From an optimization exercise on the open Yosys and OpenROAD flow, aimed at small area; shortcuts taken in it are not production practice.
In this exercise RTL edits were held to simulation tests only and were not proved equivalent to the original.
Power and IR drop assume default switching activity.

--- flow/flow/run.sh ---
#!/bin/bash
# The standard layout (standard.sh: the standard flow's synthesis and ORFS flow), with two
# changes: the port buffers are the smallest buffer cell, clock tree
# synthesis inserts no dummy loads, and after global routing gates on paths
# with positive slack are sized down (RECOVER_POWER). Each tool's output is kept in
# flow_make.log here, and ORFS's per-step logs under orfs/logs/.
set -euo pipefail
export BUFFER_PORTS_ARGS="-buffer_cell sky130_fd_sc_hd__buf_1"
export RECOVER_POWER=40
export CTS_ARGS="-sink_clustering_enable -repair_clock_nets -sink_clustering_size 24 -sink_clustering_max_diameter 100 -dont_use_dummy_load"
bash standard.sh finish > flow_make.log 2>&1
--- flow/standard.sh ---
#!/bin/bash
# synth_recipe.tcl (not shown) runs the flow's synth.tcl, then flattens the netlist and writes it again
# the make line also repeats each setting of config.mk as NAME=value (left out here)
make -C /OpenROAD-flow-scripts/flow DESIGN_CONFIG=/design/flow/config.mk WORK_HOME=/design/flow/orfs CLKGATE_MAP_FILE= SYNTH_SCRIPT=/design/flow/synth_recipe.tcl "${@:-finish}"
--- flow/config.mk ---
export PLATFORM = sky130hd
export DESIGN_NAME = proc_core
export DESIGN_NICKNAME = proc_core
export VERILOG_FILES = /design/flow/design.v
export SDC_FILE = /design/flow/constraint.sdc
export NUM_CORES = 4
export LEC_CHECK = 0
export CAP_MARGIN = 20
export CORE_MARGIN = 2
export CORE_UTILIZATION = 60
export CTS_CLUSTER_DIAMETER = 100
export CTS_CLUSTER_SIZE = 24
export PLACE_DENSITY = 0.75
export SLEW_MARGIN = 20
export SYNTH_HIERARCHICAL = 1
--- flow/constraint.sdc ---
create_clock -name core_clock -period 6.3 [get_ports {clk}]
set_input_delay 1.2600 -clock core_clock [delete_from_list [all_inputs] [get_ports {clk}]]
set_output_delay 1.2600 -clock core_clock [all_outputs]
set_load 0.01 [all_outputs]
--- flow/design.v ---
package core_pkg;
    localparam int OPND_W = 8;
    localparam int PSUM_W = 32;
    typedef logic signed [OPND_W-1:0] opnd_t;
    typedef logic signed [PSUM_W-1:0] psum_t;
endpackage
package ctrl_pkg;
    typedef enum logic [1:0] {
        EXEC_IDLE,
        EXEC_ACC,
        EXEC_TAIL,
        EXEC_DONE
    } exec_state_t;
    typedef enum logic [1:0] {
        STORE_IDLE,
        STORE_POP,
        STORE_FINISH
    } store_state_t;
endpackage
`timescale 1ns/1ns
module operand_buf #(
    parameter int WIDTH = 32,
    parameter int DEPTH = 16
) (
    input  logic             clk,
    input  logic             rst_n,
    input  logic             i_valid,
    input  logic [WIDTH-1:0] i_data,
    input  logic             i_last,
    output logic             o_load_done,
    input  logic [DEPTH-1:0] i_rd_sel,
    output logic [WIDTH-1:0] o_rd_data
);
    logic [WIDTH-1:0] mem [DEPTH];
    logic [3:0]       wr_addr;
    always_ff @(posedge clk) begin
        if (!rst_n) begin
            wr_addr     <= '0;
            o_load_done <= 1'b0;
        end else begin
            o_load_done <= i_valid & i_last;
            if (i_valid) begin
                wr_addr <= i_last ? 4'd0 : wr_addr + 4'd1;
            end
        end
    end
    always_ff @(posedge clk) begin
        if (i_valid) begin
            mem[wr_addr] <= i_data;
        end
    end
    logic [WIDTH-1:0] rd_mux;
    always_comb begin
        rd_mux = '0;
        for (int i = 0; i < DEPTH; i++) begin
            rd_mux = rd_mux | (mem[i] & {WIDTH{i_rd_sel[i]}});
        end
    end
    always_ff @(posedge clk) begin
        o_rd_data <= rd_mux;
    end
endmodule
`timescale 1ns/1ns
module exec_ctrl (
    input  logic        clk,
    input  logic        rst_n,
    input  logic        i_exec_start,
    input  logic [7:0]  i_depth,
    output logic [15:0] o_rd_sel,
    output logic        o_acc_en,
    output logic        o_exec_done
);
    ctrl_pkg::exec_state_t state;
    logic [15:0]           ksel;    
    logic [15:0]           kfirst;
    logic [15:0]           rsel;
    logic [1:0]            tail;
    always_comb begin
        for (int i = 0; i < 16; i++) begin
            kfirst[i] = (i_depth == 8'(i + 1));
        end
        kfirst[0]  = kfirst[0] | (i_depth == 8'd0);
        kfirst[15] = kfirst[15] | (i_depth > 8'd16);
    end
    assign rsel        = i_exec_start ? kfirst : ksel;
    assign o_rd_sel    = rst_n ? rsel : 16'd0;
    assign o_exec_done = (state == ctrl_pkg::EXEC_DONE);
    always_ff @(posedge clk) begin
        if (!rst_n) begin
            state <= ctrl_pkg::EXEC_IDLE;
            ksel     <= '0;
            tail     <= '0;
            o_acc_en <= 1'b0;
        end else begin
            ksel     <= rsel >> 1;
            o_acc_en <= |rsel;
            case (state)
                ctrl_pkg::EXEC_ACC: begin
                    tail <= '0;
                    if (ksel[0]) state <= ctrl_pkg::EXEC_TAIL;
                end
                ctrl_pkg::EXEC_TAIL: begin
                    tail <= tail + 2'd1;
                    if (tail == 2'd3) state <= ctrl_pkg::EXEC_DONE;
                end
                default: begin
                    if (i_exec_start) begin
                        state <= kfirst[0] ? ctrl_pkg::EXEC_TAIL : ctrl_pkg::EXEC_ACC;
                    end else begin
                        state <= ctrl_pkg::EXEC_IDLE;
                    end
                    tail <= '0;
                end
            endcase
        end
    end
endmodule
`timescale 1ns/1ns
module mac_fa (
    input  logic a,
    input  logic b,
    input  logic c,
    output logic s,
    output logic co
);
    assign s  = a ^ b ^ c;
    assign co = (a & b) | (c & (a ^ b));
endmodule
module mac_ha (
    input  logic a,
    input  logic b,
    output logic s,
    output logic co
);
    assign s  = a ^ b;
    assign co = a & b;
endmodule
module mac_cell (
    input  logic        clk,
    input  logic        i_clr,
    input  logic        en,
    input  logic [7:0]  xn,
    input  logic [7:0]  yn,
    input  logic [7:0]  gx,
    input  logic [7:0]  gy,
    output logic [31:0] o_acc
);
    logic [15:0] lo;
    logic [15:0] hi;
    logic        inc;      
    logic        dec;      
    logic        cr;       
    logic        hcr;      
    logic p1;
    assign p1 = ~(xn[0] | yn[0]);
    logic p2;
    assign p2 = ~(xn[0] | yn[1]);
    logic p3;
    assign p3 = ~(xn[0] | yn[2]);
    logic p4;
    assign p4 = ~(xn[0] | yn[3]);
    logic p5;
    assign p5 = ~(xn[0] | yn[4]);
    logic p6;
    assign p6 = ~(xn[0] | yn[5]);
    logic p7;
    assign p7 = ~(xn[0] | yn[6]);
    logic p8;
    assign p8 = ~(gx[0] & gy[7]);
    logic p9;
    assign p9 = ~(xn[1] | yn[0]);
    logic p10;
    assign p10 = ~(xn[1] | yn[1]);
    logic p11;
    assign p11 = ~(xn[1] | yn[2]);
    logic p12;
    assign p12 = ~(xn[1] | yn[3]);
    logic p13;
    assign p13 = ~(xn[1] | yn[4]);
    logic p14;
    assign p14 = ~(xn[1] | yn[5]);
    logic p15;
    assign p15 = ~(xn[1] | yn[6]);
    logic p16;
    assign p16 = ~(gx[1] & gy[7]);
    logic p17;
    assign p17 = ~(xn[2] | yn[0]);
    logic p18;
    assign p18 = ~(xn[2] | yn[1]);
    logic p19;
    assign p19 = ~(xn[2] | yn[2]);
    logic p20;
    assign p20 = ~(xn[2] | yn[3]);
    logic p21;
    assign p21 = ~(xn[2] | yn[4]);
    logic p22;
    assign p22 = ~(xn[2] | yn[5]);
    logic p23;
    assign p23 = ~(xn[2] | yn[6]);
    logic p24;
    assign p24 = ~(gx[2] & gy[7]);
    logic p25;
    assign p25 = ~(xn[3] | yn[0]);
    logic p26;
    assign p26 = ~(xn[3] | yn[1]);
    logic p27;
    assign p27 = ~(xn[3] | yn[2]);
    logic p28;
    assign p28 = ~(xn[3] | yn[3]);
    logic p29;
    assign p29 = ~(xn[3] | yn[4]);
    logic p30;
    assign p30 = ~(xn[3] | yn[5]);
    logic p31;
    assign p31 = ~(xn[3] | yn[6]);
    logic p32;
    assign p32 = ~(gx[3] & gy[7]);
    logic p33;
    assign p33 = ~(xn[4] | yn[0]);
    logic p34;
    assign p34 = ~(xn[4] | yn[1]);
    logic p35;
    assign p35 = ~(xn[4] | yn[2]);
    logic p36;
    assign p36 = ~(xn[4] | yn[3]);
    logic p37;
    assign p37 = ~(xn[4] | yn[4]);
    logic p38;
    assign p38 = ~(xn[4] | yn[5]);
    logic p39;
    assign p39 = ~(xn[4] | yn[6]);
    logic p40;
    assign p40 = ~(gx[4] & gy[7]);
    logic p41;
    assign p41 = ~(xn[5] | yn[0]);
    logic p42;
    assign p42 = ~(xn[5] | yn[1]);
    logic p43;
    assign p43 = ~(xn[5] | yn[2]);
    logic p44;
    assign p44 = ~(xn[5] | yn[3]);
    logic p45;
    assign p45 = ~(xn[5] | yn[4]);
    logic p46;
    assign p46 = ~(xn[5] | yn[5]);
    logic p47;
    assign p47 = ~(xn[5] | yn[6]);
    logic p48;
    assign p48 = ~(gx[5] & gy[7]);
    logic p49;
    assign p49 = ~(xn[6] | yn[0]);
    logic p50;
    assign p50 = ~(xn[6] | yn[1]);
    logic p51;
    assign p51 = ~(xn[6] | yn[2]);
    logic p52;
    assign p52 = ~(xn[6] | yn[3]);
    logic p53;
    assign p53 = ~(xn[6] | yn[4]);
    logic p54;
    assign p54 = ~(xn[6] | yn[5]);
    logic p55;
    assign p55 = ~(xn[6] | yn[6]);
    logic p56;
    assign p56 = ~(gx[6] & gy[7]);
    logic p57;
    assign p57 = ~(gx[7] & gy[0]);
    logic p58;
    assign p58 = ~(gx[7] & gy[1]);
    logic p59;
    assign p59 = ~(gx[7] & gy[2]);
    logic p60;
    assign p60 = ~(gx[7] & gy[3]);
    logic p61;
    assign p61 = ~(gx[7] & gy[4]);
    logic p62;
    assign p62 = ~(gx[7] & gy[5]);
    logic p63;
    assign p63 = ~(gx[7] & gy[6]);
    logic p64;
    assign p64 = ~(xn[7] | yn[7]);
    logic s65;
    logic c66;
    mac_fa u_fa1 (.a(lo[1]), .b(p2), .c(p9), .s(s65), .co(c66));
    logic s67;
    logic c68;
    mac_fa u_fa2 (.a(lo[2]), .b(p3), .c(p10), .s(s67), .co(c68));
    logic s69;
    logic c70;
    mac_fa u_fa3 (.a(p17), .b(c66), .c(s67), .s(s69), .co(c70));
    logic s71;
    logic c72;
    mac_fa u_fa4 (.a(lo[3]), .b(p4), .c(p11), .s(s71), .co(c72));
    logic s73;
    logic c74;
    mac_fa u_fa5 (.a(p18), .b(p25), .c(c68), .s(s73), .co(c74));
    logic s75;
    logic c76;
    mac_fa u_fa6 (.a(s71), .b(s73), .c(c70), .s(s75), .co(c76));
    logic s77;
    logic c78;
    mac_fa u_fa7 (.a(lo[4]), .b(p5), .c(p12), .s(s77), .co(c78));
    logic s79;
    logic c80;
    mac_fa u_fa8 (.a(p19), .b(p26), .c(p33), .s(s79), .co(c80));
    logic s81;
    logic c82;
    mac_fa u_fa9 (.a(c72), .b(s77), .c(s79), .s(s81), .co(c82));
    logic s83;
    logic c84;
    mac_fa u_fa10 (.a(c74), .b(s81), .c(c76), .s(s83), .co(c84));
    logic s85;
    logic c86;
    mac_fa u_fa11 (.a(lo[5]), .b(p6), .c(p13), .s(s85), .co(c86));
    logic s87;
    logic c88;
    mac_fa u_fa12 (.a(p20), .b(p27), .c(p34), .s(s87), .co(c88));
    logic s89;
    logic c90;
    mac_fa u_fa13 (.a(p41), .b(c78), .c(c80), .s(s89), .co(c90));
    logic s91;
    logic c92;
    mac_fa u_fa14 (.a(s85), .b(s87), .c(c82), .s(s91), .co(c92));
    logic s93;
    logic c94;
    mac_fa u_fa15 (.a(s89), .b(s91), .c(c84), .s(s93), .co(c94));
    logic s95;
    logic c96;
    mac_fa u_fa16 (.a(lo[6]), .b(p7), .c(p14), .s(s95), .co(c96));
    logic s97;
    logic c98;
    mac_fa u_fa17 (.a(p21), .b(p28), .c(p35), .s(s97), .co(c98));
    logic s99;
    logic c100;
    mac_fa u_fa18 (.a(p42), .b(p49), .c(c86), .s(s99), .co(c100));
    logic s101;
    logic c102;
    mac_fa u_fa19 (.a(c88), .b(s95), .c(s97), .s(s101), .co(c102));
    logic s103;
    logic c104;
    mac_fa u_fa20 (.a(s99), .b(c90), .c(s101), .s(s103), .co(c104));
    logic s105;
    logic c106;
    mac_fa u_fa21 (.a(c92), .b(s103), .c(c94), .s(s105), .co(c106));
    logic s107;
    logic c108;
    mac_fa u_fa22 (.a(lo[7]), .b(p8), .c(p15), .s(s107), .co(c108));
    logic s109;
    logic c110;
    mac_fa u_fa23 (.a(p22), .b(p29), .c(p36), .s(s109), .co(c110));
    logic s111;
    logic c112;
    mac_fa u_fa24 (.a(p43), .b(p50), .c(p57), .s(s111), .co(c112));
    logic s113;
    logic c114;
    mac_fa u_fa25 (.a(c96), .b(c98), .c(s107), .s(s113), .co(c114));
    logic s115;
    logic c116;
    mac_fa u_fa26 (.a(s109), .b(s111), .c(c100), .s(s115), .co(c116));
    logic s117;
    logic c118;
    mac_fa u_fa27 (.a(c102), .b(s113), .c(s115), .s(s117), .co(c118));
    logic s119;
    logic c120;
    mac_fa u_fa28 (.a(c104), .b(s117), .c(c106), .s(s119), .co(c120));
    logic s121;
    logic c122;
    mac_fa u_fa29 (.a(lo[8]), .b(en), .c(p16), .s(s121), .co(c122));
    logic s123;
    logic c124;
    mac_fa u_fa30 (.a(p23), .b(p30), .c(p37), .s(s123), .co(c124));
    logic s125;
    logic c126;
    mac_fa u_fa31 (.a(p44), .b(p51), .c(p58), .s(s125), .co(c126));
    logic s127;
    logic c128;
    mac_fa u_fa32 (.a(s121), .b(c108), .c(c110), .s(s127), .co(c128));
    logic s129;
    logic c130;
    mac_fa u_fa33 (.a(c112), .b(s123), .c(s125), .s(s129), .co(c130));
    logic s131;
    logic c132;
    mac_fa u_fa34 (.a(c114), .b(s127), .c(s129), .s(s131), .co(c132));
    logic s133;
    logic c134;
    mac_fa u_fa35 (.a(c116), .b(s131), .c(c118), .s(s133), .co(c134));
    logic s135;
    logic c136;
    mac_fa u_fa36 (.a(lo[9]), .b(p24), .c(p31), .s(s135), .co(c136));
    logic s137;
    logic c138;
    mac_fa u_fa37 (.a(p38), .b(p45), .c(p52), .s(s137), .co(c138));
    logic s139;
    logic c140;
    mac_fa u_fa38 (.a(p59), .b(c122), .c(c124), .s(s139), .co(c140));
    logic s141;
    logic c142;
    mac_fa u_fa39 (.a(c126), .b(s135), .c(s137), .s(s141), .co(c142));
    logic s143;
    logic c144;
    mac_fa u_fa40 (.a(c128), .b(s139), .c(c130), .s(s143), .co(c144));
    logic s145;
    logic c146;
    mac_fa u_fa41 (.a(s141), .b(c132), .c(s143), .s(s145), .co(c146));
    logic s147;
    logic c148;
    mac_fa u_fa42 (.a(lo[10]), .b(p32), .c(p39), .s(s147), .co(c148));
    logic s149;
    logic c150;
    mac_fa u_fa43 (.a(p46), .b(p53), .c(p60), .s(s149), .co(c150));
    logic s151;
    logic c152;
    mac_fa u_fa44 (.a(c136), .b(c138), .c(s147), .s(s151), .co(c152));
    logic s153;
    logic c154;
    mac_fa u_fa45 (.a(s149), .b(c140), .c(c142), .s(s153), .co(c154));
    logic s155;
    logic c156;
    mac_fa u_fa46 (.a(s151), .b(c144), .c(s153), .s(s155), .co(c156));
    logic s157;
    logic c158;
    mac_fa u_fa47 (.a(lo[11]), .b(p40), .c(p47), .s(s157), .co(c158));
    logic s159;
    logic c160;
    mac_fa u_fa48 (.a(p54), .b(p61), .c(c148), .s(s159), .co(c160));
    logic s161;
    logic c162;
    mac_fa u_fa49 (.a(c150), .b(s157), .c(s159), .s(s161), .co(c162));
    logic s163;
    logic c164;
    mac_fa u_fa50 (.a(c152), .b(s161), .c(c154), .s(s163), .co(c164));
    logic s165;
    logic c166;
    mac_fa u_fa51 (.a(lo[12]), .b(p48), .c(p55), .s(s165), .co(c166));
    logic s167;
    logic c168;
    mac_fa u_fa52 (.a(p62), .b(c158), .c(s165), .s(s167), .co(c168));
    logic s169;
    logic c170;
    mac_fa u_fa53 (.a(c160), .b(s167), .c(c162), .s(s169), .co(c170));
    logic s171;
    logic c172;
    mac_fa u_fa54 (.a(lo[13]), .b(p56), .c(p63), .s(s171), .co(c172));
    logic s173;
    logic c174;
    mac_fa u_fa55 (.a(c166), .b(s171), .c(c168), .s(s173), .co(c174));
    logic s175;
    logic c176;
    mac_fa u_fa56 (.a(lo[14]), .b(p64), .c(c172), .s(s175), .co(c176));
    logic s177;
    logic c178;
    mac_fa u_fa57 (.a(lo[15]), .b(en), .c(c176), .s(s177), .co(c178));
    logic [15:0] lo_nx;
    logic [16:0] rc;
    mac_ha u_rha1 (.a(lo[0]), .b(p1), .s(lo_nx[0]), .co(rc[1]));
    mac_ha u_rha2 (.a(s65), .b(rc[1]), .s(lo_nx[1]), .co(rc[2]));
    mac_ha u_rha3 (.a(s69), .b(rc[2]), .s(lo_nx[2]), .co(rc[3]));
    mac_ha u_rha4 (.a(s75), .b(rc[3]), .s(lo_nx[3]), .co(rc[4]));
    mac_ha u_rha5 (.a(s83), .b(rc[4]), .s(lo_nx[4]), .co(rc[5]));
    mac_ha u_rha6 (.a(s93), .b(rc[5]), .s(lo_nx[5]), .co(rc[6]));
    mac_ha u_rha7 (.a(s105), .b(rc[6]), .s(lo_nx[6]), .co(rc[7]));
    mac_ha u_rha8 (.a(s119), .b(rc[7]), .s(lo_nx[7]), .co(rc[8]));
    mac_fa u_rfa9 (.a(s133), .b(c120), .c(rc[8]), .s(lo_nx[8]), .co(rc[9]));
    mac_fa u_rfa10 (.a(s145), .b(c134), .c(rc[9]), .s(lo_nx[9]), .co(rc[10]));
    mac_fa u_rfa11 (.a(c146), .b(s155), .c(rc[10]), .s(lo_nx[10]), .co(rc[11]));
    mac_fa u_rfa12 (.a(c156), .b(s163), .c(cr), .s(lo_nx[11]), .co(rc[12]));
    mac_fa u_rfa13 (.a(s169), .b(c164), .c(rc[12]), .s(lo_nx[12]), .co(rc[13]));
    mac_fa u_rfa14 (.a(s173), .b(c170), .c(rc[13]), .s(lo_nx[13]), .co(rc[14]));
    mac_fa u_rfa15 (.a(s175), .b(c174), .c(rc[14]), .s(lo_nx[14]), .co(rc[15]));
    mac_ha u_rha16 (.a(s177), .b(rc[15]), .s(lo_nx[15]), .co(rc[16]));
    assign rc[0] = 1'b0;
    logic c16_two, c16_one, c16_none;
    assign c16_two  = c178 & rc[16];
    assign c16_one  = c178 ^ rc[16];
    assign c16_none = ~(c178 | rc[16]);
    logic [15:0] hi_nx;
    logic [16:0] hc;
    mac_fa u_rfa17 (.a(hi[0]), .b(dec), .c(inc), .s(hi_nx[0]), .co(hc[1]));
    mac_fa u_rfa18 (.a(hi[1]), .b(dec), .c(hc[1]), .s(hi_nx[1]), .co(hc[2]));
    mac_fa u_rfa19 (.a(hi[2]), .b(dec), .c(hc[2]), .s(hi_nx[2]), .co(hc[3]));
    mac_fa u_rfa20 (.a(hi[3]), .b(dec), .c(hc[3]), .s(hi_nx[3]), .co(hc[4]));
    mac_fa u_rfa21 (.a(hi[4]), .b(dec), .c(hc[4]), .s(hi_nx[4]), .co(hc[5]));
    mac_fa u_rfa22 (.a(hi[5]), .b(dec), .c(hc[5]), .s(hi_nx[5]), .co(hc[6]));
    mac_fa u_rfa23 (.a(hi[6]), .b(dec), .c(hc[6]), .s(hi_nx[6]), .co(hc[7]));
    mac_fa u_rfa24 (.a(hi[7]), .b(dec), .c(hc[7]), .s(hi_nx[7]), .co(hc[8]));
    mac_fa u_rfa25 (.a(hi[8]), .b(dec), .c(hcr), .s(hi_nx[8]), .co(hc[9]));
    mac_fa u_rfa26 (.a(hi[9]), .b(dec), .c(hc[9]), .s(hi_nx[9]), .co(hc[10]));
    mac_fa u_rfa27 (.a(hi[10]), .b(dec), .c(hc[10]), .s(hi_nx[10]), .co(hc[11]));
    mac_fa u_rfa28 (.a(hi[11]), .b(dec), .c(hc[11]), .s(hi_nx[11]), .co(hc[12]));
    mac_fa u_rfa29 (.a(hi[12]), .b(dec), .c(hc[12]), .s(hi_nx[12]), .co(hc[13]));
    mac_fa u_rfa30 (.a(hi[13]), .b(dec), .c(hc[13]), .s(hi_nx[13]), .co(hc[14]));
    mac_fa u_rfa31 (.a(hi[14]), .b(dec), .c(hc[14]), .s(hi_nx[14]), .co(hc[15]));
    mac_fa u_rfa32 (.a(hi[15]), .b(dec), .c(hc[15]), .s(hi_nx[15]), .co(hc[16]));
    assign hc[0] = 1'b0;
    always_ff @(posedge clk) begin
        if (i_clr) begin
            lo  <= '0;
            hi  <= '0;
            inc <= 1'b0;
            dec <= 1'b0;
            cr  <= 1'b0;
            hcr <= 1'b0;
        end else begin
            lo  <= lo_nx;
            hi  <= hi_nx;
            inc <= en ? c16_two : c16_one;
            dec <= en & c16_none;
            cr  <= rc[11];
            hcr <= hc[8];
        end
    end
    assign o_acc = {hi, lo};
endmodule
module mac_array #(
    parameter int ROWS = 4,
    parameter int COLS = 4
) (
    input  logic                             clk,
    input  logic                             rst_n,
    input  logic                             i_clr,
    input  logic                             i_acc_en,
    input  logic [ROWS*core_pkg::OPND_W-1:0] i_x,
    input  logic [COLS*core_pkg::OPND_W-1:0] i_y,
    output logic [ROWS-1:0][COLS*core_pkg::PSUM_W-1:0] o_acc
);
    for (genvar r = 0; r < ROWS; r++) begin : g_row
        for (genvar c = 0; c < COLS; c++) begin : g_col
            mac_cell u_cell (
                .clk  (clk),
                .i_clr(~rst_n | i_clr),
                .en   (i_acc_en),
                .xn   (~i_x[8*r +: 8]),
                .yn   (~i_y[8*c +: 8]),
                .gx   (i_x[8*r +: 8] | {8{~i_acc_en}}),
                .gy   (i_y[8*c +: 8] | {8{~i_acc_en}}),
                .o_acc(o_acc[r][32*c +: 32])
            );
        end
    end
endmodule
`timescale 1ns/1ns
module sync_fifo #(
    parameter int WIDTH = 128,
    parameter int DEPTH = 8
) (
    input  logic                  clk,
    input  logic                  rst_n,
    input  logic                  i_exec_start,
    input  logic [3:0][WIDTH-1:0] i_acc,
    input  logic                  i_wr,
    input  logic                  i_rd,
    output logic [WIDTH-1:0]      o_dout,
    output logic                  o_last,
    output logic                  o_empty,
    output logic                  o_full
);
    logic [3:0][WIDTH-1:0] slot [3];
    logic [3:0]            count;
    logic [1:0]            hd_word;    
    logic [1:0]            hd_id;      
    logic [1:0]            hd_slot;    
    logic [1:0]            acc_id;     
    logic [1:0]            acc_slot;   
    logic [1:0]            hd_word_nx, hd_id_nx, hd_slot_nx, acc_id_nx, acc_slot_nx;
    logic [3:0][3:0]       sel;        
    logic [3:0][3:0]       sel_nx;
    logic                  do_rd;
    logic [3:0]            count_nx;
    assign do_rd   = i_rd & ~o_empty;
    assign o_empty = (count == 4'd0);
    assign o_full  = count[3];
    assign o_last  = sel[0][3] | sel[1][3] | sel[2][3] | sel[3][3];
    always_comb begin
        hd_word_nx  = hd_word;
        hd_id_nx    = hd_id;
        hd_slot_nx  = hd_slot;
        acc_id_nx   = acc_id;
        acc_slot_nx = acc_slot;
        count_nx    = count + 4'(i_wr) - 4'(do_rd);
        if (do_rd) begin
            hd_word_nx = hd_word + 2'd1;
            if (hd_word == 2'd3) begin
                hd_id_nx   = hd_id + 2'd1;
                hd_slot_nx = (hd_slot == 2'd2) ? 2'd0 : hd_slot + 2'd1;
            end
        end
        if (i_exec_start) begin
            acc_id_nx   = acc_id + 2'd1;
            acc_slot_nx = (acc_slot == 2'd2) ? 2'd0 : acc_slot + 2'd1;
        end
        for (int s = 0; s < 4; s++) begin
            for (int w = 0; w < 4; w++) begin
                if (s == 3) begin
                    sel_nx[s][w] = (count_nx != 4'd0) && (hd_id_nx == acc_id_nx) && (hd_word_nx == 2'(w));
                end else begin
                    sel_nx[s][w] = (count_nx != 4'd0) && (hd_id_nx != acc_id_nx) && (hd_slot_nx == 2'(s))
                                   && (hd_word_nx == 2'(w));
                end
            end
        end
    end
    always_ff @(posedge clk) begin
        if (!rst_n) begin
            count    <= '0;
            hd_word  <= '0;
            hd_id    <= '0;
            hd_slot  <= '0;
            acc_id   <= 2'd3;
            acc_slot <= 2'd2;
            sel      <= '0;
        end else begin
            count    <= count_nx;
            hd_word  <= hd_word_nx;
            hd_id    <= hd_id_nx;
            hd_slot  <= hd_slot_nx;
            acc_id   <= acc_id_nx;
            acc_slot <= acc_slot_nx;
            sel      <= sel_nx;
        end
    end
    always_ff @(posedge clk) begin
        if (i_exec_start) begin
            slot[acc_slot] <= i_acc;
        end
    end
    always_comb begin
        o_dout = '0;
        for (int w = 0; w < 4; w++) begin
            for (int s = 0; s < 3; s++) begin
                o_dout = o_dout | (slot[s][w] & {WIDTH{sel[s][w]}});
            end
            o_dout = o_dout | (i_acc[w] & {WIDTH{sel[3][w]}});
        end
    end
endmodule
`timescale 1ns/1ns
module store_ctrl (
    input  logic clk,
    input  logic rst_n,
    input  logic i_store_start,
    input  logic i_out_full,
    output logic o_out_wr,
    output logic o_store_done
);
    ctrl_pkg::store_state_t state;
    logic [1:0]             word;
    assign o_out_wr     = (state == ctrl_pkg::STORE_POP) & ~i_out_full;
    assign o_store_done = (state == ctrl_pkg::STORE_FINISH);
    always_ff @(posedge clk) begin
        if (!rst_n) begin
            state <= ctrl_pkg::STORE_IDLE;
            word  <= '0;
        end else begin
            case (state)
                ctrl_pkg::STORE_IDLE: begin
                    if (i_store_start) begin
                        state <= ctrl_pkg::STORE_POP;
                        word  <= '0;
                    end
                end
                ctrl_pkg::STORE_POP: begin
                    if (o_out_wr) begin
                        word <= word + 2'd1;
                        if (word == 2'd3) state <= ctrl_pkg::STORE_FINISH;
                    end
                end
                default: state <= ctrl_pkg::STORE_IDLE;
            endcase
        end
    end
endmodule
`timescale 1ns/1ns
module proc_core #(
    parameter int TAPU_NUM       = 2,
    parameter int ROWS           = 2,
    parameter int COLS           = 4,
    parameter int BUF_DEPTH      = 16,
    parameter int RES_FIFO_DEPTH = 4,
    parameter int OUT_FIFO_DEPTH = 8
) (
    input  logic                              clk,
    input  logic                              rst_n,
    input  logic                              i_x_valid,
    output logic                              o_x_ready,
    input  logic [TAPU_NUM*ROWS*core_pkg::OPND_W-1:0]   i_x_data,
    input  logic                              i_x_last,
    input  logic                              i_y_valid,
    output logic                              o_y_ready,
    input  logic [COLS*core_pkg::OPND_W-1:0]            i_y_data,
    input  logic                              i_y_last,
    output logic                              o_loadx_done,
    output logic                              o_loady_done,
    input  logic                              i_exec_start,
    input  logic                              i_psu_clr,
    input  logic [7:0]                        i_depth,
    output logic                              o_exec_done,
    input  logic                              i_store_start,
    output logic                              o_store_done,
    output logic                              o_m_valid,
    input  logic                              i_m_ready,
    output logic [COLS*core_pkg::PSUM_W-1:0]            o_m_data,
    output logic                              o_m_last
);
    localparam int NROW  = TAPU_NUM * ROWS;
    localparam int X_W   = NROW * core_pkg::OPND_W;
    localparam int Y_W   = COLS * core_pkg::OPND_W;
    localparam int RES_W = COLS * core_pkg::PSUM_W;
    logic [X_W-1:0]             x_rd_data;
    logic [Y_W-1:0]             y_rd_data;
    logic [BUF_DEPTH-1:0]       rd_sel;
    logic                       acc_en;
    logic [NROW-1:0][RES_W-1:0] acc;
    logic                       out_full;
    logic                       out_empty;
    logic                       out_wr;
    assign o_x_ready = 1'b1;
    assign o_y_ready = 1'b1;
    operand_buf #(
        .WIDTH(X_W),
        .DEPTH(BUF_DEPTH)
    ) x_buf (
        .clk        (clk),
        .rst_n      (rst_n),
        .i_valid    (i_x_valid),
        .i_data     (i_x_data),
        .i_last     (i_x_last),
        .o_load_done(o_loadx_done),
        .i_rd_sel   (rd_sel),
        .o_rd_data  (x_rd_data)
    );
    operand_buf #(
        .WIDTH(Y_W),
        .DEPTH(BUF_DEPTH)
    ) y_buf (
        .clk        (clk),
        .rst_n      (rst_n),
        .i_valid    (i_y_valid),
        .i_data     (i_y_data),
        .i_last     (i_y_last),
        .o_load_done(o_loady_done),
        .i_rd_sel   (rd_sel),
        .o_rd_data  (y_rd_data)
    );
    exec_ctrl u_exec_ctrl (
        .clk         (clk),
        .rst_n       (rst_n),
        .i_exec_start(i_exec_start),
        .i_depth     (i_depth),
        .o_rd_sel    (rd_sel),
        .o_acc_en    (acc_en),
        .o_exec_done (o_exec_done)
    );
    mac_array #(
        .ROWS(NROW),
        .COLS(COLS)
    ) u_mac (
        .clk     (clk),
        .rst_n   (rst_n),
        .i_clr   (i_exec_start & i_psu_clr),
        .i_acc_en(acc_en),
        .i_x     (x_rd_data),
        .i_y     (y_rd_data),
        .o_acc   (acc)
    );
    store_ctrl u_store_ctrl (
        .clk          (clk),
        .rst_n        (rst_n),
        .i_store_start(i_store_start),
        .i_out_full   (out_full),
        .o_out_wr     (out_wr),
        .o_store_done (o_store_done)
    );
    sync_fifo #(
        .WIDTH(RES_W),
        .DEPTH(OUT_FIFO_DEPTH)
    ) u_out_fifo (
        .clk         (clk),
        .rst_n       (rst_n),
        .i_exec_start(i_exec_start),
        .i_acc       (acc),
        .i_wr        (out_wr),
        .i_rd        (i_m_ready),
        .o_dout      (o_m_data),
        .o_last      (o_m_last),
        .o_empty     (out_empty),
        .o_full      (out_full)
    );
    assign o_m_valid = ~out_empty;
endmodule
==> results of run 1 <==
## Yosys cell counts (6+ instances only)
| cell | number |
|---|---|
| edfxtp_1 | 2560 |
| fa_1 | 1281 |
| nor2_1 | 857 |
| a221oi_1 | 764 |
| a22o_1 | 764 |
| dfxtp_1 | 704 |
| nor2b_1 | 509 |
| nand2_1 | 259 |
| clkbuf_1 | 249 |
| ha_1 | 195 |
| nand4_1 | 194 |
| inv_1 | 129 |
| buf_6 | 97 |
| nand2b_1 | 69 |
| and2_1 | 55 |
| and2b_1 | 48 |
| buf_1 | 25 |
| mux2i_1 | 17 |
| a21oi_1 | 13 |
| and3_1 | 13 |
| nor3_1 | 13 |
| buf_2 | 12 |
| o21ai_0 | 12 |
| o22ai_1 | 12 |
| nand3_1 | 11 |
| nor3b_1 | 8 |
| xnor2_1 | 8 |
| a31oi_1 | 6 |
| buf_4 | 6 |
| nand3b_1 | 6 |
## modules after synthesis (local to each module, per instance), a selection
| module | times used | flops+latches |
|---|---|---|
| mac_fa | 1280 | 0 |
| store_ctrl | 1 | 4 |
| exec_ctrl | 1 | 20 |
| proc_core | 1 | 0 |
| mac_ha | 144 | 0 |
| mac_cell | 16 | 36 |
## flip-flops by register name, summed over array words and instances (netlist names), 32 cells and up
name	flops
x_buf.o_rd_data	32
u_mac.g_row.g_col.u_cell.lo	256
y_buf.mem	512
y_buf.o_rd_data	32
x_buf.mem	512
u_out_fifo.slot	1536
u_mac.g_row.g_col.u_cell.hi	256
## power groups by stage
stage	sequential, mW	clock, mW	combinational [mW]
2_1_floorplan	26.5	0	7.23
3_3_place_gp	27.3	0	10.6
3_5_place_dp	27.4	0	10.8
4_1_cts	26.9	11.0	11.0
5_1_grt	27.1	11.6	12.2
6_report	26.9	10.9	11.0
## layer usage
layer  vias to the layer above  share of wire  GRT usage
met4                        46          0.054      0.155
met5                         -        0.00073          0
met2                      5373           0.48      0.534
met3                      1017           0.11     0.0786
met1                     44500           0.36      0.442
li1                      34200              -          -
## stage by stage
step	worst slack, ns	instances	hold WS [ns]
global placement	0.550	12200	0.406
floorplan	-8.44	8957	0.396
CTS	0.430	12400	0.430
global route	0.190	12400	0.456
finish	0.389	12400	0.425
detailed placement	0.449	12200	0.417
## logic make-up after synthesis
logic type	Yosys count	synth area share
compound gates	1597	0.0951
xor+xnor	10	0.000599
fa+ha+maj	1476	0.192
buf+inv	520	0.0186
flops	3264	0.622
mux	18	0.00124
other cells	1	0.0000256
simple gates	2070	0.0702
## final cells by class
class | count | area, sq um | share of cell area
sequential | 3264 | 91000 | 0.584
multi-input combinational | 5173 | 52700 | 0.338
tap | 3202 | 4010 | 0.0257
clock buffer | 159 | 3980 | 0.0255
timing repair buffer | 477 | 3630 | 0.0233
inverter | 131 | 497 | 0.00319
antenna | 12 | 30.0 | 0.000193
## worst register-to-register path: stages (launching register included)
cell and delay, ns:
dfxtp_4 0.60, buf_4 0.34, nand2b_1 0.39, nand2_1 0.25, fa_1 0.46, fa_1 0.41, fa_1 0.45, fa_1 0.40
fa_1 0.44, fa_1 0.39, fa_1 0.39, fa_1 0.52, ha_1 0.26, inv_1 0.06, ha_1 0.21, mux2i_1 0.16
nor2_1 0.06
## worst paths after layout
kind | to | depth (start not counted)
hold / removal | u_exec_ctrl.tail[0] | 1
setup reg to reg | u_mac.g_row[0].g_col[2].u_cell.inc | 16
setup / recovery | u_mac.g_row[0].g_col[2].u_cell.inc | 16
hold reg to reg | u_exec_ctrl.tail[0] | 1
==> results.toml, run 1 <==
[power_and_ir_drop]
seqPwrFrac = 0.551
pwr-share-comb = 0.225
p_total_mw = 48.8
clkPwrFrac = 0.224
p_int_mw = 34.1
vdd_drop_max_uv = 308
power_switching_mw = 14.7
switching_share = 0.302
power.leakage_nw = 57.1
p_per_area_mw_per_mm2 = 313

[setup_path]
setup.worst_path.class = "reg2reg"
cp_top_family = "adder cells"
end_kind = "flop"
cp_data_arrival_time_ns = 6.61
cp_max_fo = 24
r2r-start = "u_exec_ctrl.o_acc_en"
cpMaxStageDelayCell = "dfxtp_4"
required_ns = 7.00
cpMostUsedCell = "fa_1"
crit_start = "u_exec_ctrl.o_acc_en"
crit_chain = "buf_4 > nand2b_1 > nand2_1 > fa_1 > fa_1 > fa_1 > fa_1 > fa_1 > fa_1 > fa_1 > fa_1 > ha_1 > inv_1 > ha_1 > mux2i_1 > nor2_1"
max_stage_delay_ns = 0.60
ff2ff_setup_slack_ns = 0.39
path_buf_inv = 2
worstSetupStartpointType = "flop"

[layout]
areaGrowthSynthToFinish_pct = 6.58
utilization = 0.642
fill_cells = 16800
drive_gt1_frac = 0.0566
layout_commonest_cell = "edfxtp_1"
final_nets = 10800
final_cell_mix = "edfxtp_1 (2560), fa_1 (1281), nor2_1 (853)"
fin_area_sq_mm = 0.156

[grt]
grt_max_degree = 161
grt_usage = 0.335
grt.overflow.total = 0
grt_pass1_wl_um = 604000
antenna_found_initial = 37
grt_pass1_vias = 87900

[timing]
grt_setup_unrepaired = "false"
max_slew.worst_pin.slew_ns = 1.19
clock_skew_ns = 0.0793
post-route-period-util = 0.938
fin_setup_tns_ns = 0
finalSetupViolations = 0
clock.fmax_mhz = 169
slew_viol_final = 0
finalCriticalPeriod_ns = 5.91
final-hold-violation-count = 0
maxSlewHeadroom = 0.210

[die]
io_pins = 218
floorplan.initialDensity = 0.602
rows = 181
core-area_sq_mm = 0.243
die-area_sq_mm = 0.248
die_h_um = 498
die_w_um = 498

[detailed_routing]
remaining_drc_errors = 0
vias = 85200
first_pass_iters = 6
ant_nets = 0
wirelength_um = 413000
route.detailed.wl_per_inst_um = 33.3
vias_per_cell = 6.86
drt_iter0_drc = 10400

[outcome]
status = "no timing/DRC/antenna violations"

[min_path]
worstHoldStart = "u_exec_ctrl.tail[0]"
min_path_type = "reg2reg"

[synthesis]
syn_area_sq_mm = 0.146
async_reset_ff_frac = 0
synth-seq-cells = 3264
avgSynthCellArea_sq_um = 16.3
syn_inst = 8956
yosys_warnings = 11
seq_area_frac_synth = 0.622
yosys-top-cells-area = "edfxtp_1 (53%), fa_1 (18%), dfxtp_1 (9.6%)"
yosys.area.top_type = "edfxtp_1"
synth_cell_types = 69
synth_largest_type_area_fraction = 0.526
synth-edff-count = 2560
synth_top_flop_cell = "edfxtp_1"

[clock_network]
ctsHtreeMaxLevel = 4
post_cts_buffers = 0
clock_path_buffers = 3
cts_tree = "yes"
cts_sinks = 3264
post_cts_resized = 0
clkLatencyLatePin_ns = 0.88
cts_hold_buffers = 0
root_buffer = "clkbuf_16"
cts_buffers = 159
clkTransAtPathRegs_ns = 0.10

[placement]
place_congestion = 0.956
port_buffers = 215
dp_hpwl_um = 257000
placed_cell_area_sq_mm = 0.152

[run]
maxCapViolations = 0
==> run 2: changes to the inputs <==
==> flow/flow/run.sh (replaced) <==
#!/bin/bash
# The standard layout (standard.sh: the standard flow's synthesis and ORFS flow), with two
# changes: the port buffers are the smallest buffer cell, and clock tree
# synthesis inserts no dummy loads. Each tool's output is kept in
# flow_make.log here, and ORFS's per-step logs under orfs/logs/.
set -euo pipefail
export BUFFER_PORTS_ARGS="-buffer_cell sky130_fd_sc_hd__buf_1"
export CTS_ARGS="-sink_clustering_enable -repair_clock_nets -sink_clustering_size 24 -sink_clustering_max_diameter 100 -dont_use_dummy_load"
bash standard.sh finish > flow_make.log 2>&1
==> results.toml, run 2 <==
[synthesis]
synth_compound_area_frac = 0.0951
synth_top_flop_cell = "edfxtp_1"
yosys.area.top_type = "edfxtp_1"
seq_area_frac_synth = 0.622
synth_top_family_by_area = "adder cells"
synthAdderAreaFrac = 0.192
synth_largest_type_area_fraction = 0.526
async_reset_ff_frac = 0
syn_area_sq_mm = 0.146
synth_common_cells = "edfxtp_1 (2560), fa_1 (1281), nor2_1 (857), a221oi_1 (764), a22o_1 (764)"
synthMuxAreaShare = 0.00124
synth.most_common_cell = "edfxtp_1"
synthXorXnorAreaFrac = 0.000599
yosys_warnings = 11
syn_inst = 8956
avgSynthCellArea_sq_um = 16.3
yosys.area_share.simple = 0.0702
synth_cell_types = 69
synth-edff-count = 2560
yosys-top-cells-area = "edfxtp_1 (53%), fa_1 (18%), dfxtp_1 (9.6%)"
synth-seq-cells = 3264

[clock_network]
cts_hold_buffers = 0
cts_tree = "yes"
post_cts_buffers = 0
clkLatencyLatePin_ns = 0.87
cts_sinks = 3264
ctsHtreeMaxLevel = 4
post_cts_resized = 0
clock_path_buffers = 3
clkTransAtPathRegs_ns = 0.09
cts_buffers = 159
root_buffer = "clkbuf_16"

[placement]
place_inst = 12200
port_buffers = 215
pre_cts_ws_ns = 0.449
place_congestion = 0.956
dp_hpwl_um = 257000

[setup_path]
path_buf_inv = 2
ff2ff_setup_slack_ns = 0.39
cpMostUsedCell = "fa_1"
required_ns = 6.99
end_kind = "flop"
r2r-end = "u_mac.g_row[0].g_col[2].u_cell.inc"
reg2reg_depth = 16
cp_top_family = "adder cells"
r2r-start = "u_exec_ctrl.o_acc_en"
setup.worst_path.class = "reg2reg"
worstSetupStartpointType = "flop"
crit_chain = "buf_4 > nand2b_1 > nand2_1 > fa_1 > fa_1 > fa_1 > fa_1 > fa_1 > fa_1 > fa_1 > fa_1 > ha_1 > inv_1 > ha_1 > mux2i_1 > nor2_1"
cpMaxStageDelayCell = "dfxtp_4"
max_stage_delay_ns = 0.59
cp_max_fo = 24
cp_data_arrival_time_ns = 6.60

[timing]
finalSetupViolations = 0
clock_skew_ns = 0.0744
fin_ws_ns = 0.393
fin_setup_tns_ns = 0
post-route-period-util = 0.938
max_slew.worst_pin.slew_ns = 1.19
maxSlewHeadroom = 0.210
grt_setup_unrepaired = "false"
final-hold-violation-count = 0
clock.fmax_mhz = 169
finalCriticalPeriod_ns = 5.91
slew_viol_final = 0

[die]
io_pins = 218
die_h_um = 498
floorplan.initialDensity = 0.602
core-area_sq_mm = 0.243
rows = 181
die_w_um = 498
die-area_sq_mm = 0.248

[grt]
grt_pass1_vias = 87900
antenna_found_initial = 34
grt.overflow.total = 0
grt_pass1_wl_um = 604000
grt_usage = 0.335
grt_max_degree = 161

[detailed_routing]
first_pass_iters = 6
drt_iter0_drc = 10400
vias = 85100
ant_nets = 0
wirelength_um = 413000
vias_per_cell = 6.85
remaining_drc_errors = 0
route.detailed.wl_per_inst_um = 33.3

[layout]
regArea_sq_mm = 0.0910
final_nets = 10800
drive_gt1_frac = 0.0566
top_register = "u_out_fifo.slot"
final_cell_mix = "edfxtp_1 (2560), fa_1 (1281), nor2_1 (853)"
reg_top3 = "u_out_fifo.slot (1536), x_buf.mem (512), y_buf.mem (512)"
fill_cells = 16800
largest_reg_flops = 1536
layout_commonest_cell = "edfxtp_1"
areaGrowthSynthToFinish_pct = 6.59
multi_input_area_sq_mm = 0.0527
fin_cells = 12400
utilization = 0.642

[power_and_ir_drop]
p_total_mw = 48.8
clkPwrFrac = 0.223
power_switching_mw = 14.7
p_int_mw = 34.1
vdd_drop_max_uv = 309
seqPwrFrac = 0.551
pwr-share-comb = 0.225
switching_share = 0.302
p_per_area_mw_per_mm2 = 313
power.leakage_nw = 57.1

[outcome]
status = "no timing/DRC/antenna violations"

[min_path]
min_to = "u_exec_ctrl.tail[0]"
min_delay_path_depth = 1
worstHoldStart = "u_exec_ctrl.tail[0]"
min_path_type = "reg2reg"

[run]
maxCapViolations = 0
## run 2: power groups by stage
stage               Clock, mW  Sequential [mW]  Combinational, mW
floorplan                   0             26.5               7.23
global placement            0             27.3               10.6
detailed placement          0             27.4               10.8
CTS                      11.0             26.9               11.0
global route             11.6             27.1               12.2
finish                   10.9             26.9               11.0
## run 2: cell families after synthesis
family,count (synthesis)
flops,3264
simple gates,2070
compound gates,1597
fa+ha+maj,1476
buf+inv,520
mux,18
xor+xnor,10
other cells,1
## run 2: final cells by class
class / count / area share
Antenna cell: 17 / 0.000273
Clock buffer: 159 / 0.0255
Inverter: 131 / 0.00319
Multi-Input combinational cell: 5173 / 0.338
Sequential cell: 3264 / 0.584
Tap cell: 3202 / 0.0257
Timing Repair Buffer: 477 / 0.0233
## run 2: Yosys stat by module, one instance, submodules excluded, excerpt
| module | flops+latches | cells inside |
|---|---|---|
| mac_cell | 36 | 145 |
| exec_ctrl | 20 | 130 |
| store_ctrl | 4 | 22 |
| proc_core | 0 | 5 |
| mac_fa | 0 | 1 |
| mac_ha | 0 | 1 |
## run 2: worst max path at each step
stage	from	slack (ns)	end	cells after the start
after floorplan	i_exec_start	-8.44	u_out_fifo.slot[0][0]	2
after global placement	u_exec_ctrl.o_acc_en	0.55	u_mac.g_row[0].g_col[2].u_cell.inc	16
after detailed placement	u_exec_ctrl.o_acc_en	0.45	u_mac.g_row[0].g_col[2].u_cell.inc	16
after CTS	u_exec_ctrl.o_acc_en	0.43	u_mac.g_row[0].g_col[2].u_cell.inc	16
after global routing	u_exec_ctrl.o_acc_en	0.19	u_mac.g_row[0].g_col[2].u_cell.inc	16
final	u_exec_ctrl.o_acc_en	0.39	u_mac.g_row[0].g_col[2].u_cell.inc	16
## run 2: metal layers
layer  track usage  vias up  wire length [um]  part of all wire
met3        0.0786     1022             45400              0.11
li1              -    34200                 -                 -
met2         0.534     5342            196000              0.47
met1         0.442    44400            149000              0.36
met5             0        -               261           0.00063
met4         0.155       40             22200             0.054
## run 2: stage by stage
step	area [sq um]	hold WS, ns
2_1_floorplan	146000	0.396
3_3_place_gp	152000	0.406
3_5_place_dp	152000	0.417
4_1_cts	156000	0.430
5_1_grt	156000	0.456
6_report	156000	0.426
==> run 3: changes to the inputs <==
--- a/flow/config.mk
+++ b/flow/config.mk
@@ -7,9 +7,9 @@
 export LEC_CHECK = 0
 export CAP_MARGIN = 20
 export CORE_MARGIN = 2
-export CORE_UTILIZATION = 60
+export CORE_UTILIZATION = 70
 export CTS_CLUSTER_DIAMETER = 100
 export CTS_CLUSTER_SIZE = 24
-export PLACE_DENSITY = 0.75
+export PLACE_DENSITY = 0.85
 export SLEW_MARGIN = 20
 export SYNTH_HIERARCHICAL = 1
==> results.toml, run 3 <==
[power_and_ir_drop]
power_switching_mw = 14.9
seqPwrFrac = 0.550
p_per_area_mw_per_mm2 = 315
vdd_drop_max_uv = 331
power.leakage_nw = 57.1
clkPwrFrac = 0.221
p_total_mw = 49.0
pwr-share-comb = 0.230
switching_share = 0.303
p_int_mw = 34.1

[grt]
antenna_found_initial = 44
grt_pass1_wl_um = 606000
grt_pass1_vias = 90900
grt_max_degree = 126
grt_usage = 0.397
grt.overflow.total = 0

[setup_path]
cp_max_fo = 23
reg2reg_depth = 16
cp_data_arrival_time_ns = 6.76
required_ns = 6.97
end_kind = "flop"
r2r-end = "u_mac.g_row[1].g_col[3].u_cell.inc"
ff2ff_setup_slack_ns = 0.21
setup.worst_path.class = "reg2reg"
worstSetupStartpointType = "flop"
r2r-start = "u_exec_ctrl.o_acc_en"
crit_start = "u_exec_ctrl.o_acc_en"

[synthesis]
synth-seq-cells = 3264
seq_area_frac_synth = 0.622
syn_inst = 8956
synth_cell_types = 69
yosys-top-cells-area = "edfxtp_1 (53%), fa_1 (18%), dfxtp_1 (9.6%)"
synth_common_cells = "edfxtp_1 (2560), fa_1 (1281), nor2_1 (857), a221oi_1 (764), a22o_1 (764)"
syn_area_sq_mm = 0.146
synth_top_flop_cell = "edfxtp_1"
synth.most_common_cell = "edfxtp_1"
yosys_warnings = 11
yosys.area.top_type = "edfxtp_1"
avgSynthCellArea_sq_um = 16.3
synth-edff-count = 2560
async_reset_ff_frac = 0
synth_largest_type_area_fraction = 0.526

[detailed_routing]
vias_per_cell = 7.30
route.met3.wl_um = 57600
wl_met2_um = 191000
first_pass_iters = 6
remaining_drc_errors = 0
wirelength_um = 416000
route.detailed.wl_per_inst_um = 34.7
vias = 87700
ant_nets = 0
met1_length_um = 137000
drt_iter0_drc = 12200
maxUsedRoutingLayer = "met5"

[clock_network]
cts_hold_buffers = 0
root_buffer = "clkbuf_16"
cts_buffers = 157
post_cts_buffers = 0
clkTransAtPathRegs_ns = 0.09
post_cts_resized = 0
cts_sinks = 3264
clkLatencyLatePin_ns = 0.88
clock_path_buffers = 3
cts_tree = "yes"
ctsHtreeMaxLevel = 4

[placement]
port_buffers = 215
place_congestion = 0.978
dp_hpwl_um = 259000

[die]
rows = 167
io_pins = 218
die_h_um = 461
core-area_sq_mm = 0.207
floorplan.initialDensity = 0.705
die-area_sq_mm = 0.213
die_w_um = 461

[timing]
post-route-period-util = 0.967
fin_setup_tns_ns = 0
clock_skew_ns = 0.0865
final-hold-violation-count = 0
grt_setup_unrepaired = "false"
maxSlewHeadroom = 0.187
finalCriticalPeriod_ns = 6.09
clock.fmax_mhz = 164
slew_viol_final = 0
max_slew.worst_pin.slew_ns = 1.22
finalSetupViolations = 0

[min_path]
min_path_type = "reg2reg"
worstHoldStart = "u_exec_ctrl.tail[0]"
min_delay_path_depth = 1
min_to = "u_exec_ctrl.tail[0]"

[layout]
areaGrowthSynthToFinish_pct = 6.22
drive_gt1_frac = 0.0566
layout_commonest_cell = "edfxtp_1"
final_nets = 10800
reg_top3 = "u_out_fifo.slot (1536), x_buf.mem (512), y_buf.mem (512)"
final_cell_mix = "edfxtp_1 (2560), fa_1 (1281), nor2_1 (853)"
multi_input_area_sq_mm = 0.0527
largest_reg_flops = 1536
fill_cells = 11700
top_register = "u_out_fifo.slot"
regArea_sq_mm = 0.0910

[outcome]
status = "no timing/DRC/antenna violations"

[run]
maxCapViolations = 0
[run 3: cell counts after synthesis]
No cell type changed its count.
[run 3: final cells by class]
| type | count | area share |
|---|---|---|
| antenna | 19 | 0.000306 |
| timing repair buffer | 479 | 0.0236 |
| inverter | 131 | 0.00320 |
| multi-input combinational | 5173 | 0.339 |
| tap | 2788 | 0.0225 |
| clock buffer | 157 | 0.0253 |
| sequential | 3264 | 0.586 |
[run 3: logic make-up (layout without fill, tap and decap cells)]
| kind of cell | Yosys count | after routing | synth area share |
|---|---|---|---|
| AO/OA/AOI/OAI | 1597 | 1597 | 0.0951 |
| XOR/XNOR | 10 | 10 | 0.000599 |
| adder cells (fa/ha/maj) | 1476 | 1476 | 0.192 |
| buffers and inverters | 520 | 767 | 0.0186 |
| flip-flops | 3264 | 3264 | 0.622 |
| multiplexers | 18 | 18 | 0.00124 |
| other | 1 | 21 | 0.0000256 |
| AND/OR/NAND/NOR | 2070 | 2070 | 0.0702 |
[run 3: metal layers]
metal | up-vias | global-route usage
li1 | 34200 | -
met1 | 44700 | 0.510
met2 | 7156 | 0.601
met3 | 1554 | 0.122
met4 | 42 | 0.243
met5 | - | 0
[run 3: power groups by stage]
stage / Combinational [mW] / Clock [mW] / Sequential (mW)
2_1_floorplan: 7.23 / 0 / 26.5
3_3_place_gp: 10.5 / 0 / 27.2
3_5_place_dp: 10.9 / 0 / 27.3
4_1_cts: 11.1 / 10.7 / 26.8
5_1_grt: 12.3 / 11.4 / 27.1
6_report: 11.2 / 10.8 / 26.9
[run 3: worst max path at each step]
| stage | to | slack [ns] | depth (start not counted) |
|---|---|---|---|
| global placement | u_mac.g_row[1].g_col[1].u_cell.inc | 0.47 | 16 |
| finish | u_mac.g_row[1].g_col[3].u_cell.inc | 0.21 | 16 |
| detailed placement | u_mac.g_row[1].g_col[3].u_cell.inc | 0.42 | 16 |
| CTS | u_mac.g_row[1].g_col[3].u_cell.inc | 0.33 | 16 |
| floorplan | u_out_fifo.slot[0][0] | -8.44 | 2 |
| global route | u_mac.g_row[1].g_col[3].u_cell.inc | 0.11 | 16 |
[run 3: modules after synthesis, one instance, submodules excluded, a selection]
| module | cells inside | flops+latches | cell area [sq um] | copies in the design |
|---|---|---|---|---|
| mac_ha | 1 | 0 | 12.5 | 144 |
| proc_core | 5 | 0 | 28.8 | 1 |
| exec_ctrl | 130 | 20 | 1060 | 1 |
| store_ctrl | 22 | 4 | 198 | 1 |
| mac_fa | 1 | 0 | 20.0 | 1280 |
| mac_cell | 145 | 36 | 1260 | 16 |
[run 3: metrics by stage]
stage                util  std cells  setup slack, ns  hold WS, ns  instance area (sq um)
floorplan               -       8957            -8.44        0.396                 146000
global placement    0.730      11800            0.473        0.405                 151000
detailed placement  0.730      11800            0.420        0.424                 151000
CTS                 0.749      12000            0.335        0.437                 155000
global route        0.749      12000            0.109        0.452                 155000
finish              0.749      12000            0.211        0.439                 155000
[run 3: worst max-delay path, stage by stage, from the launching register on]
cell	delay (ns)
dfxtp_4	0.63
buf_4	0.38
nand2b_1	0.43
nand2_1	0.25
fa_1	0.46
fa_1	0.46
fa_1	0.45
fa_1	0.44
fa_1	0.49
fa_1	0.40
fa_1	0.40
fa_1	0.38
ha_1	0.22
inv_1	0.07
ha_1	0.22
mux2i_1	0.13
nor2_1	0.07

separate check: timing with driven ports:
How much do the figures lean on ideal ports? The routed layouts below were timed once more, with nothing changed but the port constraints. Step 1, drivers: a clkbuf_16 drives clk and a buf_2 each remaining input, both assumed. Step 2 times the ports against the registers' clock, not the clock port: input delays grow and output delays shrink by t, the midpoint of the rising clock arrivals with the driver on. a / b / c = no drivers / after step 1 / after step 2; a / b = the first two.
run	t, ns	setup WS [ns]	worst register clock-pin slew, ns
run 1	0.933	0.389 / 0.389 / 0.389	0.10 / 0.10
run 2	0.932	0.393 / 0.393 / 0.393	0.10 / 0.10
run 3	0.930	0.211 / 0.211 / 0.211	0.11 / 0.11
After both steps setup and hold are still met in every run listed.
